What follows belongs to an exercise in optimizing a design on an open flow for small area; a production flow would make more cautious choices.
Only simulation tests tie the RTL to the original design; equivalence was not proved.
No activity file was given, so power comes from the tool's default toggle rates.

## clk_div_multi
module clk_div_multi #(
    parameter int          N_CH        = 4,
    parameter int          CH_W        = 2,
    parameter int          CNT_W       = 32,
    parameter int unsigned DEFAULT_DIV = 100000000
) (
    input  logic             clk,
    input  logic             rst,
    input  logic             sync,
    input  logic             wr_en,
    input  logic [CH_W-1:0]  wr_ch,
    input  logic [CNT_W-1:0] wr_div,
    output logic [N_CH-1:0]  clkout,
    output logic [N_CH-1:0]  tick,
    output logic [N_CH-1:0]  pending
);
For scale: roughly 1,300 cells after synthesis, about 18,000 um2 of cells after synthesis.
Settings: LEC_CHECK=0, CAP_MARGIN=20, CORE_MARGIN=2, CORE_UTILIZATION=40, SLEW_MARGIN=20; clock period 10.0 ns.
run.sh (not shown) runs the stock make flow with config.mk's settings and CLKGATE_MAP_FILE= SYNTH_SCRIPT=/design/flow/synth_recipe.tcl, a recipe that flattens the netlist after the stock synthesis.
Rerun with:
==> flow/flow/run.sh (new file) <==
#!/bin/bash
# Own layout flow: the standard ORFS flow with three changes.
#  1. Synthesis runs the standard flow's own synthesis script (synth_recipe.tcl) unchanged, but with an
#     area-oriented ABC mapping script and without Yosys's half/full-adder extraction
#     (ADDER_MAP_FILE empty), so ABC maps the counters' ripple chains itself.
#  2. CTS uses smaller clock buffers and no dummy loads.
#  3. Ports are buffered with a small buffer cell.
# Every other step is standard.sh's, with the design's settings.
set -euo pipefail
HERE=$(pwd)
CTS_BUF=${CTS_BUF:-sky130_fd_sc_hd__clkbuf_4}
PORT_BUF=${PORT_BUF:-}

# Synthesis scripts: ORFS's, with the ABC script replaced.
rm -rf "$HERE/synth_scripts"
cp -r "$FLOW_HOME/scripts" "$HERE/synth_scripts"
cp "$HERE/flow/abc_area.script" "$HERE/synth_scripts/abc_speed.script"

bash standard.sh SCRIPTS_DIR="$HERE/synth_scripts" ADDER_MAP_FILE= synth > "$HERE/synth.log" 2>&1

bash standard.sh \
  "CTS_ARGS=-sink_clustering_enable -repair_clock_nets -dont_use_dummy_load -buf_list $CTS_BUF" \
  ${PORT_BUF:+"BUFFER_PORTS_ARGS=-buffer_cell $PORT_BUF"} \
  finish > "$HERE/layout.log" 2>&1
==> flow/flow/abc_area.script (new file) <==
&get -n
&st
&dch
&nf -R 1000 -p
&put
==> flow/standard.sh (new file) <==
#!/bin/bash
# synth_recipe.tcl (not shown) runs the flow's synth.tcl, then flattens the netlist and writes it again
# the make line also repeats each setting of config.mk as NAME=value (left out here)
make -C /OpenROAD-flow-scripts/flow DESIGN_CONFIG=/design/flow/config.mk WORK_HOME=/design/flow/orfs CLKGATE_MAP_FILE= SYNTH_SCRIPT=/design/flow/synth_recipe.tcl "${@:-finish}"
removed: flow/run.sh
Core utilization is lower by 1.1 points.
Clock skew came out higher by 0.022 ns.
Die area came out lower by 4.9%.
Synthesized area is lower by 5.0%.
Routed wire length went down by 18%.
Fmax went up by 2.8%.
Power came out lower by 13%.
Flip-flop and latch count is unchanged.
Via count falls by 6.7%.
Worst hold slack is about the same.
Rerun with:
--- a/flow/flow/run.sh
+++ b/flow/flow/run.sh
@@ -11,2 +11,2 @@
-CTS_BUF=${CTS_BUF:-sky130_fd_sc_hd__clkbuf_4}
-PORT_BUF=${PORT_BUF:-}
+CTS_BUF=${CTS_BUF:-sky130_fd_sc_hd__clkbuf_8}
+PORT_BUF=${PORT_BUF:-sky130_fd_sc_hd__buf_1}
@@ -23 +23 @@
-  ${PORT_BUF:+"BUFFER_PORTS_ARGS=-buffer_cell $PORT_BUF"} \
+  "BUFFER_PORTS_ARGS=-buffer_cell $PORT_BUF" \
After rerunning:
- The changed run went through all stages and came out clean
- non-clock buffer count grows by 1
- combinational power barely changes
- setup slack degrades by 0.019 ns
- routed wire length grows by 0.50%
- core utilization shrinks by 0.29 points
- design area shrinks by 0.64%
- critical path depth is unchanged

========
Setup of job 9800:
clk_div_multi, a different RTL version from the one above (not shown whole).
Size: about 1300 cells after synthesis, about 400 flip-flops, about 0.016 mm^2 of cells after synthesis.
// clk_div_multi
module clk_div_multi #(
    parameter int          N_CH        = 4,
    parameter int          CH_W        = 2,
    parameter int          CNT_W       = 32,
    parameter int unsigned DEFAULT_DIV = 100000000
) (
    input  logic             clk,
    input  logic             rst,
    input  logic             sync,
    input  logic             wr_en,
    input  logic [CH_W-1:0]  wr_ch,
    input  logic [CNT_W-1:0] wr_div,
    output logic [N_CH-1:0]  clkout,
    output logic [N_CH-1:0]  tick,
    output logic [N_CH-1:0]  pending
);
clock: 10.0 ns
lec_check: 0
cap_margin: 5
core_margin: 2
core_utilization: 40
slew_margin: 5
standard.sh (not shown) runs the stock make flow with config.mk's settings and CLKGATE_MAP_FILE= SYNTH_SCRIPT=/design/flow/synth_recipe.tcl, a recipe that flattens the netlist after the stock synthesis.
==> flow/flow/run.sh <==
#!/bin/bash
# Own layout flow: the standard ORFS flow (standard.sh) with these changes.
#  1. Synthesis runs the standard flow's synthesis script (synth_recipe.tcl) unchanged, but with an
#     area-oriented ABC mapping script (flow/abc_area.script) and without Yosys's
#     half/full-adder extraction (ADDER_MAP_FILE empty), so ABC maps the counters'
#     ripple chains itself. Registers are untouched by either change.
#  2. CTS uses clkbuf_8 clock buffers, sink clusters of up to 16 flip-flops, and no
#     dummy loads.
#  3. Ports are buffered with buf_1.
# Every other step is standard.sh's, with the design's settings. Each make run's full
# output goes to its own log here; ORFS's per-step logs are under orfs/logs/.
set -euo pipefail
HERE=$(pwd)

# Synthesis scripts: ORFS's, with the ABC script replaced.
rm -rf "$HERE/synth_scripts"
cp -r "$FLOW_HOME/scripts" "$HERE/synth_scripts"
cp "$HERE/flow/abc_area.script" "$HERE/synth_scripts/abc_speed.script"

bash standard.sh SCRIPTS_DIR="$HERE/synth_scripts" ADDER_MAP_FILE= synth > "$HERE/synth.log" 2>&1

bash standard.sh \
  "CTS_ARGS=-sink_clustering_enable -repair_clock_nets -dont_use_dummy_load -buf_list sky130_fd_sc_hd__clkbuf_8 -sink_clustering_size 16 -sink_clustering_max_diameter 60" \
  "BUFFER_PORTS_ARGS=-buffer_cell sky130_fd_sc_hd__buf_1" \
  finish > "$HERE/layout.log" 2>&1
==> flow/flow/abc_area.script <==
&get -n
&st
&dch
&nf -R 1000 -p
&put
### job 9800 -> job 9809
# job 9800
export LEC_CHECK = 0
export CAP_MARGIN = 5
export CORE_MARGIN = 2
export CORE_UTILIZATION = 40
export SLEW_MARGIN = 5
create_clock -name core_clock -period 10.0 [get_ports {clk}]
# job 9809
export LEC_CHECK = 0
export CAP_MARGIN = 20
export CORE_MARGIN = 2
export CORE_UTILIZATION = 40
export SLEW_MARGIN = 20
create_clock -name core_clock -period 10.0 [get_ports {clk}]
--- a/flow/flow/run.sh
+++ b/flow/flow/run.sh
@@ -22,3 +22,3 @@
 bash standard.sh \
-  "CTS_ARGS=-sink_clustering_enable -repair_clock_nets -dont_use_dummy_load -buf_list sky130_fd_sc_hd__clkbuf_8 -sink_clustering_size 16 -sink_clustering_max_diameter 60" \
+  "CTS_ARGS=-sink_clustering_enable -repair_clock_nets -dont_use_dummy_load -buf_list {sky130_fd_sc_hd__clkbuf_8 sky130_fd_sc_hd__clkbuf_16} -sink_clustering_size 20 -sink_clustering_max_diameter 60" \
   "BUFFER_PORTS_ARGS=-buffer_cell sky130_fd_sc_hd__buf_1" \
Job 9809 ends up with a final standard cell area without fillers that is 250 um^2 higher than in job 9800.
Job 9809: highest clock rate is about 0.4% lower than what job 9800 reported.
Comparing the two runs side by side, job 9809 comes out behind job 9800 on clock power.
Higher reg2reg setup slack was reported by job 9809, not job 9800.
Job 9809 and job 9800 ended up with roughly the same final-layout non-clock buffer area share.
Job 9800 → job 9809: total CTS buffers fell by 17%, global-route usage over all layers fell by 0.19 points, power rose by 7.1%.
From job 9800 to job 9809, residual overflow from global routing did not move at all.
[inputs] job 5135 vs job 9809
# job 9809
export LEC_CHECK = 0
export CAP_MARGIN = 20
export CORE_MARGIN = 2
export CORE_UTILIZATION = 40
export SLEW_MARGIN = 20
create_clock -name core_clock -period 10.0 [get_ports {clk}]
# job 5135
export LEC_CHECK = 0
export CAP_MARGIN = 20
export CORE_MARGIN = 2
export CORE_UTILIZATION = 70
export SLEW_MARGIN = 20
create_clock -name core_clock -period 10.0 [get_ports {clk}]
--- a/flow/flow/run.sh
+++ b/flow/flow/run.sh
@@ -22,3 +22,3 @@
 bash standard.sh \
-  "CTS_ARGS=-sink_clustering_enable -repair_clock_nets -dont_use_dummy_load -buf_list {sky130_fd_sc_hd__clkbuf_8 sky130_fd_sc_hd__clkbuf_16} -sink_clustering_size 20 -sink_clustering_max_diameter 60" \
+  "CTS_ARGS=-sink_clustering_enable -repair_clock_nets -dont_use_dummy_load -buf_list sky130_fd_sc_hd__clkbuf_8 -sink_clustering_size 16 -sink_clustering_max_diameter 60" \
   "BUFFER_PORTS_ARGS=-buffer_cell sky130_fd_sc_hd__buf_1" \
Findings:
Summary of job 5135 over job 9809: global-route usage rose 12 points; count of clock-net buffers in the final layout rose 1; minimum clock period after layout fell 0.26 ns; transition time at the pin with the least slew margin fell 0.063 ns; sum of internal, switching and leakage power fell about 9%. Number of placed instances, taps included: higher on job 9809. Die outline area came out lower on job 5135 than on job 9809. g_ch[2].cnt_nq[0] as the worst setup path startpoint was reported by job 5135, and g_ch[0].cnt_nq[13] by job 9809. Area: job 5135 vs job 9809 -> job 5135 smaller.

========
The RTL this note starts from:
==> flow/design.v <==
module clk_div_multi #(
    parameter int          N_CH        = 4,
    parameter int          CH_W        = 2,
    parameter int          CNT_W       = 32,
    parameter int unsigned DEFAULT_DIV = 100000000
) (
    input  logic             clk,
    input  logic             rst,
    input  logic             sync,
    input  logic             wr_en,
    input  logic [CH_W-1:0]  wr_ch,
    input  logic [CNT_W-1:0] wr_div,
    output logic [N_CH-1:0]  clkout,
    output logic [N_CH-1:0]  tick,
    output logic [N_CH-1:0]  pending
);
    localparam int               HW      = CNT_W - 1;
    localparam logic [CNT_W-1:0] DEF_DIV = CNT_W'(DEFAULT_DIV);
    localparam logic [HW-1:0]    CNT_RST  = DEF_DIV[CNT_W-1:1];
    localparam logic [HW-1:0]    CNT_RST1 = CNT_RST - 1'b1;
    logic force_load;
    assign force_load = sync;
    logic fresh;
    always_ff @(posedge clk or posedge rst) begin
        if (rst) fresh <= 1'b1;
        else     fresh <= 1'b0;
    end
    logic [CNT_W-1:0] wd;
    assign wd    = fresh ? DEF_DIV : wr_div;
    for (genvar i = 0; i < N_CH; i++) begin : g_ch
        logic [CNT_W-1:0] reg_a;
        logic [CNT_W-1:0] reg_b;
        logic             first_q;
        logic [HW-1:0]    cnt_nq;
        logic [HW-1:0]    cnt_q;
        logic             ptr_q;
        logic             shd_q;
        logic             ph_q;
        logic             wr_hit;
        logic             d_hz, d_0;
        logic             d_zero, d_one;
        logic             cnt_hz;
        logic             p_end;
        logic [HW-1:0]    dec;
        logic             tick_c;
        logic             load;
        logic             ldv;
        logic             sw;
        logic             s_sel;
        logic             use_a, use_b, use_c;
        logic [HW-1:0]    cnt_n;
        logic [HW:0]      brw;
        logic             ptr_n;
        logic             shd_n;
        logic             ph_n;
        logic             wr_a, wr_b;
        always_comb begin
            cnt_q  = ~cnt_nq;
            wr_hit = wr_en && (wr_ch == CH_W'(i));
            d_hz   = first_q && (cnt_q == '0);
            d_0    = ptr_q ? reg_b[0] : reg_a[0];
            d_zero = d_hz && !d_0;
            d_one  = d_hz && d_0;
            cnt_hz = (cnt_q[HW-1:1] == '0);
            p_end  = cnt_hz && (cnt_q[0] ^ (!ph_q && d_0));
            tick_c = p_end && (ph_q || d_one) && !fresh;
            load   = tick_c || d_zero || force_load;
            ldv    = load && !fresh;
            sw     = p_end && !ph_q;
            s_sel  = ptr_q ^ shd_q;
            use_a  = ldv ? !s_sel : (sw && !ptr_q && !fresh);
            use_b  = ldv ?  s_sel : (sw &&  ptr_q && !fresh);
            use_c  = !ldv && !sw && !fresh;
            brw[0] = 1'b1;
            for (int k = 0; k < HW; k++) begin
                dec[k]     = cnt_q[k] ^ brw[k];
                brw[k+1]   = brw[k] & !cnt_q[k];
            end
            cnt_n  = ({HW{use_a}} & reg_a[CNT_W-1:1]) |
                     ({HW{use_b}} & reg_b[CNT_W-1:1]) |
                     ({HW{use_c}} & dec) |
                     ({HW{fresh}} & (force_load ? CNT_RST : CNT_RST1));
            ph_n   = !load && (ph_q || p_end) && !fresh;
            ptr_n  = ptr_q ^ (load && shd_q);
            shd_n  = wr_hit || (shd_q && !load);
            wr_a   = wr_hit &&  ptr_n;
            wr_b   = wr_hit && !ptr_n;
        end
        always_ff @(posedge clk or posedge rst) begin
            if (rst) begin
                ptr_q <= 1'b0;
                shd_q <= 1'b0;
                ph_q  <= 1'b0;
            end else begin
                ptr_q <= ptr_n;
                shd_q <= shd_n;
                ph_q  <= ph_n;
            end
        end
        always_ff @(posedge clk) begin
            cnt_nq <= ~cnt_n;
            first_q <= load;
            if (wr_a || fresh) begin
                reg_a <= wd;
            end
            if (wr_b) begin
                reg_b <= wr_div;
            end
        end
        assign clkout[i]  = ph_q;
        assign tick[i]    = tick_c;
        assign pending[i] = shd_q && (reg_a != reg_b);
    end
endmodule
clock: 10.0 ns
lec_check: 0
cap_margin: 10
core_margin: 2
core_utilization: 40
slew_margin: 10
==> flow/flow/run.sh <==
#!/bin/bash
# Own layout flow: the standard ORFS flow (standard.sh) with these changes.
#  1. Synthesis runs the standard flow's synthesis script (synth_recipe.tcl) unchanged, but with an
#     area-oriented ABC mapping script (flow/abc_area.script) and without Yosys's
#     half/full-adder extraction (ADDER_MAP_FILE empty), so ABC maps the counters'
#     ripple chains itself. Registers are untouched by either change.
#  2. CTS uses clkbuf_8 clock buffers, sink clusters of up to 16 flip-flops, and no
#     dummy loads.
#  3. Ports are buffered with buf_1.
# Every other step is standard.sh's, with the design's settings. Each make run's full
# output goes to its own log here; ORFS's per-step logs are under orfs/logs/.
set -euo pipefail
HERE=$(pwd)

# Synthesis scripts: ORFS's, with the ABC script replaced.
rm -rf "$HERE/synth_scripts"
cp -r "$FLOW_HOME/scripts" "$HERE/synth_scripts"
cp "$HERE/flow/abc_area.script" "$HERE/synth_scripts/abc_speed.script"

bash standard.sh SCRIPTS_DIR="$HERE/synth_scripts" ADDER_MAP_FILE= synth > "$HERE/synth.log" 2>&1

bash standard.sh \
  "CTS_ARGS=-sink_clustering_enable -repair_clock_nets -dont_use_dummy_load -buf_list sky130_fd_sc_hd__clkbuf_8 -sink_clustering_size 16 -sink_clustering_max_diameter 60" \
  "BUFFER_PORTS_ARGS=-buffer_cell sky130_fd_sc_hd__buf_1" \
  finish > "$HERE/layout.log" 2>&1
Scripts as last shown in full above: flow/flow/abc_area.script
The starting point completed with no timing, DRC or antenna violations.
Next try:
--- a/flow/flow/run.sh
+++ b/flow/flow/run.sh
@@ -5,5 +5,5 @@
 #     half/full-adder extraction (ADDER_MAP_FILE empty), so ABC maps the counters'
 #     ripple chains itself. Registers are untouched by either change.
-#  2. CTS uses clkbuf_8 clock buffers, sink clusters of up to 16 flip-flops, and no
+#  2. CTS uses clkbuf_8 clock buffers, sink clusters of up to 16 flip-flops (100 um across), and no
 #     dummy loads.
 #  3. Ports are buffered with buf_1.
@@ -21,5 +21,5 @@
 
 bash standard.sh \
-  "CTS_ARGS=-sink_clustering_enable -repair_clock_nets -dont_use_dummy_load -buf_list sky130_fd_sc_hd__clkbuf_8 -sink_clustering_size 16 -sink_clustering_max_diameter 60" \
+  "CTS_ARGS=-sink_clustering_enable -repair_clock_nets -dont_use_dummy_load -buf_list sky130_fd_sc_hd__clkbuf_8 -sink_clustering_size 16 -sink_clustering_max_diameter 100" \
   "BUFFER_PORTS_ARGS=-buffer_cell sky130_fd_sc_hd__buf_1" \
   finish > "$HERE/layout.log" 2>&1
Settings changed: CAP_MARGIN 10 to 20, SLEW_MARGIN 10 to 20.
Effect: The new run ran to the end with no violations. Area after synthesis stays the same. Power falls by a few percent. Global-route usage falls by 0.27 points. Setup slack loses 0.089 ns. Cell count goes down slightly. Utilization came out lower by 0.21 points. Design area decreases slightly. Sequential share of layout area climbs by 0.28 points. Routed wire length barely changes. Sequential power hardly moves. Non-clock buffer count does not change.
Next try:
--- a/flow/flow/run.sh
+++ b/flow/flow/run.sh
@@ -5,5 +5,5 @@
 #     half/full-adder extraction (ADDER_MAP_FILE empty), so ABC maps the counters'
 #     ripple chains itself. Registers are untouched by either change.
-#  2. CTS uses clkbuf_8 clock buffers, sink clusters of up to 16 flip-flops (100 um across), and no
+#  2. CTS uses clkbuf_8 clock buffers, sink clusters of up to 16 flip-flops, and no
 #     dummy loads.
 #  3. Ports are buffered with buf_1.
@@ -21,5 +21,5 @@
 
 bash standard.sh \
-  "CTS_ARGS=-sink_clustering_enable -repair_clock_nets -dont_use_dummy_load -buf_list sky130_fd_sc_hd__clkbuf_8 -sink_clustering_size 16 -sink_clustering_max_diameter 100" \
+  "CTS_ARGS=-sink_clustering_enable -repair_clock_nets -dont_use_dummy_load -buf_list sky130_fd_sc_hd__clkbuf_8 -sink_clustering_size 16 -sink_clustering_max_diameter 60" \
   "BUFFER_PORTS_ARGS=-buffer_cell sky130_fd_sc_hd__buf_1" \
   finish > "$HERE/layout.log" 2>&1
Settings changed: CORE_UTILIZATION 40 to 55.
- synthesized cell count does not change
- design area goes down by 0.51%
- via count fell by 1.0%
- fmax rises by 6.5%
- first-iteration DRC count rises by 3.9%
- register-to-register slack improved by 0.09 ns
- power increases by 2.0%
- hold slack got worse by 0.012 ns
- sequential share of layout area goes up by 0.30 points
- die area came out lower by 27%
Next try:
--- a/flow/flow/run.sh
+++ b/flow/flow/run.sh
@@ -21,5 +21,5 @@
 
 bash standard.sh \
-  "CTS_ARGS=-sink_clustering_enable -repair_clock_nets -dont_use_dummy_load -buf_list sky130_fd_sc_hd__clkbuf_8 -sink_clustering_size 16 -sink_clustering_max_diameter 60" \
+  "CTS_ARGS=-sink_clustering_enable -repair_clock_nets -dont_use_dummy_load -buf_list sky130_fd_sc_hd__clkbuf_8 -sink_clustering_size 20 -sink_clustering_max_diameter 50" \
   "BUFFER_PORTS_ARGS=-buffer_cell sky130_fd_sc_hd__buf_1" \
   finish > "$HERE/layout.log" 2>&1
Settings changed: CORE_UTILIZATION 55 to 40.
=> The new run finished clean. Routed wire length rises by a little under a tenth. Total power climbs slightly. Clock power rose by a few percent. Count of clock-buffer cells in the layout goes up by 2. Design area increases slightly.
Next try:
--- a/flow/flow/run.sh
+++ b/flow/flow/run.sh
@@ -21,5 +21,5 @@
 
 bash standard.sh \
-  "CTS_ARGS=-sink_clustering_enable -repair_clock_nets -dont_use_dummy_load -buf_list sky130_fd_sc_hd__clkbuf_8 -sink_clustering_size 20 -sink_clustering_max_diameter 50" \
+  "CTS_ARGS=-sink_clustering_enable -repair_clock_nets -dont_use_dummy_load -buf_list sky130_fd_sc_hd__clkbuf_8 -sink_clustering_size 16 -sink_clustering_max_diameter 60" \
   "BUFFER_PORTS_ARGS=-buffer_cell sky130_fd_sc_hd__buf_1" \
   finish > "$HERE/layout.log" 2>&1
Global-route usage fell by 0.16 points.
Power shrinks by 2.1%.
Sequential power hardly moves.
Count of clock-buffer cells in the layout drops by 6.
Sequential share of layout area goes up by 0.28 points.
Final area decreases by 0.48%.
Fmax came out lower by 1.3%.
Hold slack gets worse by 0.0047 ns.
Final cell count is lower by 0.37%.
Area after synthesis does not change.
First-iteration DRC count rises by 9.0%.

==> static timing again, ports no longer ideal <==
How much do the figures lean on ideal ports? The routed layouts below were timed once more, with nothing changed but the port constraints.
Step 1 sets driving cells, clkbuf_16 on the clock port and buf_2 on the other inputs (assumed; they add their load-dependent delay and slew).
Step 2 times the ports against the registers' clock, not the clock port: input delays grow and output delays shrink by t, the midpoint of the rising clock arrivals with the driver on.
Three values: no drivers, after step 1, after step 2; two values: the first two.
| run | t (ns) | setup slack, ns | latest minus earliest clock arrival (ns) | worst register clock-pin slew, ns |
|---|---|---|---|---|
| the first run of note 1 | 0.620 | 0.875 / 0.902 / 0.282 | 0.034 / 0.034 | 0.07 / 0.07 |
| the second run of note 1 | 0.787 | 1.121 / 1.136 / 0.349 | 0.052 / 0.052 | 0.07 / 0.07 |
| the third run of note 1 | 0.603 | 1.102 / 1.118 / 0.515 | 0.049 / 0.049 | 0.07 / 0.07 |
| job 9800 | 0.611 | 4.856 / 4.806 / 4.864 | 0.061 / 0.061 | 0.10 / 0.10 |
| job 9809 | 0.618 | 4.836 / 4.781 / 4.745 | 0.034 / 0.034 | 0.09 / 0.09 |
| job 5135 | 0.636 | 5.099 / 5.053 / 4.877 | 0.048 / 0.048 | 0.10 / 0.10 |
| the first run of note 3 | 0.611 | 4.856 / 4.806 / 4.864 | 0.061 / 0.061 | 0.10 / 0.10 |
| the second run of note 3 | 0.653 | 4.768 / 4.721 / 4.799 | 0.022 / 0.021 | 0.11 / 0.11 |
| the third run of note 3 | 0.575 | 5.087 / 5.039 / 5.238 | 0.069 / 0.068 | 0.10 / 0.10 |
| the fourth run of note 3 | 0.599 | 4.815 / 4.765 / 4.818 | 0.063 / 0.063 | 0.12 / 0.12 |
| the fifth run of note 3 | 0.662 | 4.746 / 4.697 / 4.793 | 0.060 / 0.060 | 0.11 / 0.11 |
After both steps every run listed still meets setup and hold. The setup slack of the second run of note 1, which loses most, moves by +0.015 ns with the drivers and by -0.772 ns with both steps.
